Source: an optimization exercise on an open RTL-to-GDS flow (aim: small area, a short achievable clock period and few clock cycles). Production flows keep margins and buffers that such runs may drop.
Only simulation tests tie the RTL to the original design; equivalence was not proved.

// md_unit
module md_unit
#(
    parameter int MULT_CYCLES = 5,
    parameter int DIV_CYCLES  = 10
) (
    input  logic        clk,
    input  logic        reset,
    input  logic        start,
    input  logic        cancel,
    input  logic [2:0]  op,
    input  logic [31:0] a,
    input  logic [31:0] b,
    output logic        busy,
    output logic [31:0] hi,
    output logic [31:0] lo
);
    logic [31:0] ra;             
    logic [31:0] rb;             
    logic        first;          
    logic        fix;            
    logic        isdiv;
    logic        sg;             
    logic        an;             
    logic [2:0]  cnt;            
    logic        swap;           
    logic [2:0]  nm;             
    logic [5:0]  lza, lzb;       
    logic accept, mul_op, div_op, sg_op;
    assign accept = start && !cancel && !busy;
    assign mul_op = (op == 3'd1) || (op == 3'd2);
    assign div_op = (op == 3'd3) || (op == 3'd4);
    assign sg_op  = (op == 3'd1) || (op == 3'd3);
    function automatic logic [2:0] nchunks(input logic [31:0] x, input logic s);
        logic [32:0] e;
        e = {s & x[31], x};
        if ((&e[32:7]) | !(|e[32:7]))        nchunks = 3'd1;
        else if ((&e[32:15]) | !(|e[32:15])) nchunks = 3'd2;
        else if ((&e[32:23]) | !(|e[32:23])) nchunks = 3'd3;
        else if (e[32] == e[31])             nchunks = 3'd4;
        else                                 nchunks = 3'd5;
    endfunction
    logic [2:0] na_i, nb_i;
    logic [5:0] lza_i, lzb_i;
    assign na_i = nchunks(b, sg_op);
    assign nb_i = nchunks(a, sg_op);
    md_clz32 u_lza (.x(a ^ {32{sg_op & a[31]}}), .n(lza_i));
    md_clz32 u_lzb (.x(b ^ {32{sg_op & b[31]}}), .n(lzb_i));
  ...
Size in the first run: ~150 flip-flops, about 140 I/O pins, roughly 0.032 mm² of cells after synthesis.
export LEC_CHECK = 0
export CAP_MARGIN = 20
export CORE_MARGIN = 2
export CORE_UTILIZATION = 40
export SLEW_MARGIN = 20
create_clock -name core_clock -period 100.0 [get_ports {clk}]
run.sh (not shown) runs the stock make flow with config.mk's settings and CLKGATE_MAP_FILE= SYNTH_SCRIPT=/design/flow/synth_recipe.tcl, a recipe that flattens the netlist after the stock synthesis.
The baseline finished clean.
Testbench counts at the start, summed over its fixed seeds: cycles 73,166.
==> next run, changes <==
==> flow/flow/run.sh (new file) <==
#!/bin/bash
# The standard layout, with the resizer's repair_timing asked for a large setup margin so
# that it shortens the register-to-register paths well below the clock period.
set -euo pipefail
bash standard.sh SETUP_SLACK_MARGIN=77 finish > standard_flow.log 2>&1
==> flow/standard.sh (new file) <==
#!/bin/bash
# synth_recipe.tcl (not shown) runs the flow's synth.tcl, then flattens the netlist and writes it again
# the make line also repeats each setting of config.mk as NAME=value (left out here)
make -C /OpenROAD-flow-scripts/flow DESIGN_CONFIG=/design/flow/config.mk WORK_HOME=/design/flow/orfs CLKGATE_MAP_FILE= SYNTH_SCRIPT=/design/flow/synth_recipe.tcl "${@:-finish}"
removed: flow/run.sh
After rerunning: The new run completed with no timing, DRC or antenna violations. Clock skew grows by 0.0051 ns. Count of clock-buffer cells in the layout went down by 4. Global-route usage climbs by 0.21 points. Routed wire length came out higher slightly. Final area rose slightly. Via count rises slightly. Fmax increases by a few percent.
==> next run, changes <==
--- a/flow/flow/run.sh
+++ b/flow/flow/run.sh
@@ -5 +5 @@
-bash standard.sh SETUP_SLACK_MARGIN=77 finish > standard_flow.log 2>&1
+bash standard.sh SETUP_SLACK_MARGIN=75 finish > standard_flow.log 2>&1
Wire length fell slightly.
Non-clock buffer count fell by 10.
Worst setup slack got worse by 1.2 ns.
Area after synthesis is unchanged.
Sequential cell count is unchanged.
Critical path depth fell by 1.

========
md_unit, a different RTL version from the one above (not shown whole).
Size in the first run: ~5200 cells after synthesis, about 140 flip-flops, ~140 I/O pins.
Settings: LEC_CHECK=0, ABC_AREA=1, CAP_MARGIN=20, CORE_MARGIN=2, CORE_UTILIZATION=40, SLEW_MARGIN=20; clock period 100.0 ns.
standard.sh (not shown) runs the stock make flow with config.mk's settings and CLKGATE_MAP_FILE= SYNTH_SCRIPT=/design/flow/synth_recipe.tcl, a recipe that flattens the netlist after the stock synthesis.
==> flow/flow/run.sh <==
#!/bin/bash
# The standard layout, with the resizer's repair_timing asked for a large setup margin so
# that it shortens the register-to-register paths well below the clock period.
set -euo pipefail
bash standard.sh SETUP_SLACK_MARGIN=79 finish > standard_flow.log 2>&1
Testbench counts at the start, summed over its fixed seeds: cycles 69,983.
Then changed:
==> flow/flow/run.sh (replaced) <==
#!/bin/bash
# The standard layout, with the resizer's repair_timing asked for a large setup margin so
# that it shortens the register-to-register paths well below the clock period.
set -euo pipefail
bash standard.sh SETUP_SLACK_MARGIN=78.5 finish > standard_flow.log 2>&1
=>
- The changed run completed without violations
- die area stays the same
- via count goes down by 1.8%
- final area goes down by about 2.2%
- flip-flop and latch count does not change
- wire length goes down by about 4%
- non-clock buffer count goes down by 75
- worst setup slack got worse by 0.44 ns
- clock-buffer cell count goes up by 2
- worst hold slack improved by 0.047 ns
Then changed:
==> flow/flow/run.sh (replaced) <==
#!/bin/bash
# The standard layout, with the resizer's repair_timing asked for a large setup margin so
# that it shortens the register-to-register paths well below the clock period.
set -euo pipefail
bash standard.sh SETUP_SLACK_MARGIN=79.5 finish > standard_flow.log 2>&1
Global-route usage climbs by 1.6 points.
Area after synthesis does not change.
Final cell count increases slightly.

========
## run A
md_unit, a different RTL version from the one above (not shown whole).
Size in the first run: about 4,900 cells after synthesis, roughly 140 flip-flops, ~140 I/O pins.
## md_unit
module md_unit
#(
    parameter int MULT_CYCLES = 5,
    parameter int DIV_CYCLES  = 10
) (
    input  logic        clk,
    input  logic        reset,
    input  logic        start,
    input  logic        cancel,
    input  logic [2:0]  op,
    input  logic [31:0] a,
    input  logic [31:0] b,
    output logic        busy,
    output logic [31:0] hi,
    output logic [31:0] lo
);
    logic [31:0] ra, rb;         
    logic        first;          
    logic        isdiv;
    logic        sg;             
    logic        an, bn;         
    logic [2:0]  cnt;            
    logic accept, mul_op, div_op;
    assign accept = start && !cancel && !busy;
    assign mul_op = (op == 3'd1) || (op == 3'd2);
    assign div_op = (op == 3'd3) || (op == 3'd4);
    function automatic logic [2:0] nchunks(input logic [31:0] x, input logic s);
        logic [32:0] e;
        e = {s & x[31], x};
        if ((&e[32:7]) | !(|e[32:7]))        nchunks = 3'd1;
        else if ((&e[32:15]) | !(|e[32:15])) nchunks = 3'd2;
        else if ((&e[32:23]) | !(|e[32:23])) nchunks = 3'd3;
        else if (e[32] == e[31])             nchunks = 3'd4;
        else                                 nchunks = 3'd5;
    endfunction
    logic [2:0]  na, nb, nm;
    logic        swap;
    assign na   = nchunks(ra, sg);
    assign nb   = nchunks(rb, sg);
    assign swap = na < nb;
    assign nm   = swap ? na : nb;
    logic        a_neg, b_neg;
    logic [31:0] a_mag, b_mag;
    assign a_neg = sg & ra[31];
    assign b_neg = sg & rb[31];
    assign a_mag = a_neg ? -ra : ra;
    assign b_mag = b_neg ? -rb : rb;
    logic [5:0] lza, lzb;
    md_clz32 u_lza (.x(a_mag), .n(lza));
    md_clz32 u_lzb (.x(b_mag), .n(lzb));
    logic signed [7:0] need;
    assign need = 8'(lzb) - 8'(lza) + 8'd1;
    logic       dquick;      
    logic [2:0] dbytes;      
    assign dquick = need <= 8'sd0;
    assign dbytes = 3'((need + 8'sd7) >>> 3);
    logic [31:0] sh_in;
    logic [1:0]  sh;
    logic [63:0] sh_out;
    assign sh_in  = isdiv ? a_mag : (swap ? ra : rb);
  ...
Settings: LEC_CHECK=0, CAP_MARGIN=20, CORE_MARGIN=2, CORE_UTILIZATION=40, SLEW_MARGIN=20; clock period 100.0 ns.
run.sh (not shown) runs the stock make flow with config.mk's settings and CLKGATE_MAP_FILE= SYNTH_SCRIPT=/design/flow/synth_recipe.tcl, a recipe that flattens the netlist after the stock synthesis.
Stock flow here: none of the scripts above is used.
Testbench counts of run A, summed over its fixed seeds: cycles 71,343.
Setup changes, run A to run B
diff --git a/flow/config.mk b/flow/config.mk
--- a/flow/config.mk
+++ b/flow/config.mk
@@ -7,5 +7,5 @@
 export LEC_CHECK = 0
-export CAP_MARGIN = 20
+export CAP_MARGIN = 50
 export CORE_MARGIN = 2
 export CORE_UTILIZATION = 40
-export SLEW_MARGIN = 20
+export SLEW_MARGIN = 85
==> comparison <==
Summary of run B over run A: count of H-tree levels built during CTS essentially unchanged, aggregate negative setup slack did not really move, worst path arrival time saw an increase. Relative to run A, the total of clock buffers placed in the layout of run B is higher by 1. Run B against run A: minimum period implied by the final worst setup slack rose by 11,660 ps.
diff inputs: run B => run C
diff --git a/flow/config.mk b/flow/config.mk
--- a/flow/config.mk
+++ b/flow/config.mk
@@ -10,2 +10,2 @@
 export CORE_UTILIZATION = 40
-export SLEW_MARGIN = 85
+export SLEW_MARGIN = 70
### Flow results
- Run C has completed all stages; timing, DRC and antenna checks passed.
- Worst slew slack as a fraction of its limit: run C vs run B down 9.8 points
- Run C and run B ended up with roughly the same delay of the slowest cell on the worst path.
- Final cell area: run C below run B
- Of the two values seen for timing startpoint of the critical path, ra[1]$_DFF_P_ was produced by run C and ra[3]$_DFF_P_ by run B.
- Run B leaves less setup margin than run C.
- [compare] base=run B new=run C: total length of routed met2 wires went down, final worst-path cycle share now sits lower, actual slew at the worst max-slew pin went up 150 ps, multi-input logic area shrank by about 23%.
- Going from run B to run C, routed wire length shrank by more than 10%.

[re-timing with driven ports]
In the flow no input, the clock included, has a driving cell. The finished layouts below were timed again as built, in two steps. Step 1 assumes that a clkbuf_16 drives the clock port and a buf_2 every other input. Step 2 times the ports against the registers' clock, not the clock port: input delays grow and output delays shrink by t, the midpoint of the rising clock arrivals with the driver on. Slacks: ideal ports / drivers / drivers and shift; pairs: ideal ports / drivers.
run	t, ns	slack for setup (ns)	worst register clock-pin slew, ns	worst data-port slew with drivers (ns)	pins driven straight from the clock port
the first run of note 1	0.536	75.748 / 75.785 / 75.249	0.08 / 0.08	0.07	1
the second run of note 1	0.536	76.974 / 76.961 / 76.425	0.08 / 0.08	0.09	1
the third run of note 1	0.536	75.748 / 75.785 / 75.249	0.08 / 0.08	0.07	1
the first run of note 2	0.532	78.957 / 78.896 / 78.454	0.09 / 0.09	0.05	1
the second run of note 2	0.524	78.522 / 78.465 / 78.079	0.08 / 0.08	0.05	1
the third run of note 2	0.533	78.990 / 78.977 / 78.476	0.08 / 0.08	0.06	1
run A	0.566	72.345 / 72.345 / 72.345	0.08 / 0.08	0.05	1
run B	0.587	60.690 / 60.690 / 60.690	0.09 / 0.09	0.04	1
run C	0.569	75.603 / 75.603 / 75.603	0.10 / 0.10	0.05	1
After both steps setup and hold are still met in every run listed. The setup slack of the second run of note 1, which loses most, moves by -0.013 ns with the drivers and by -0.549 ns with both steps.
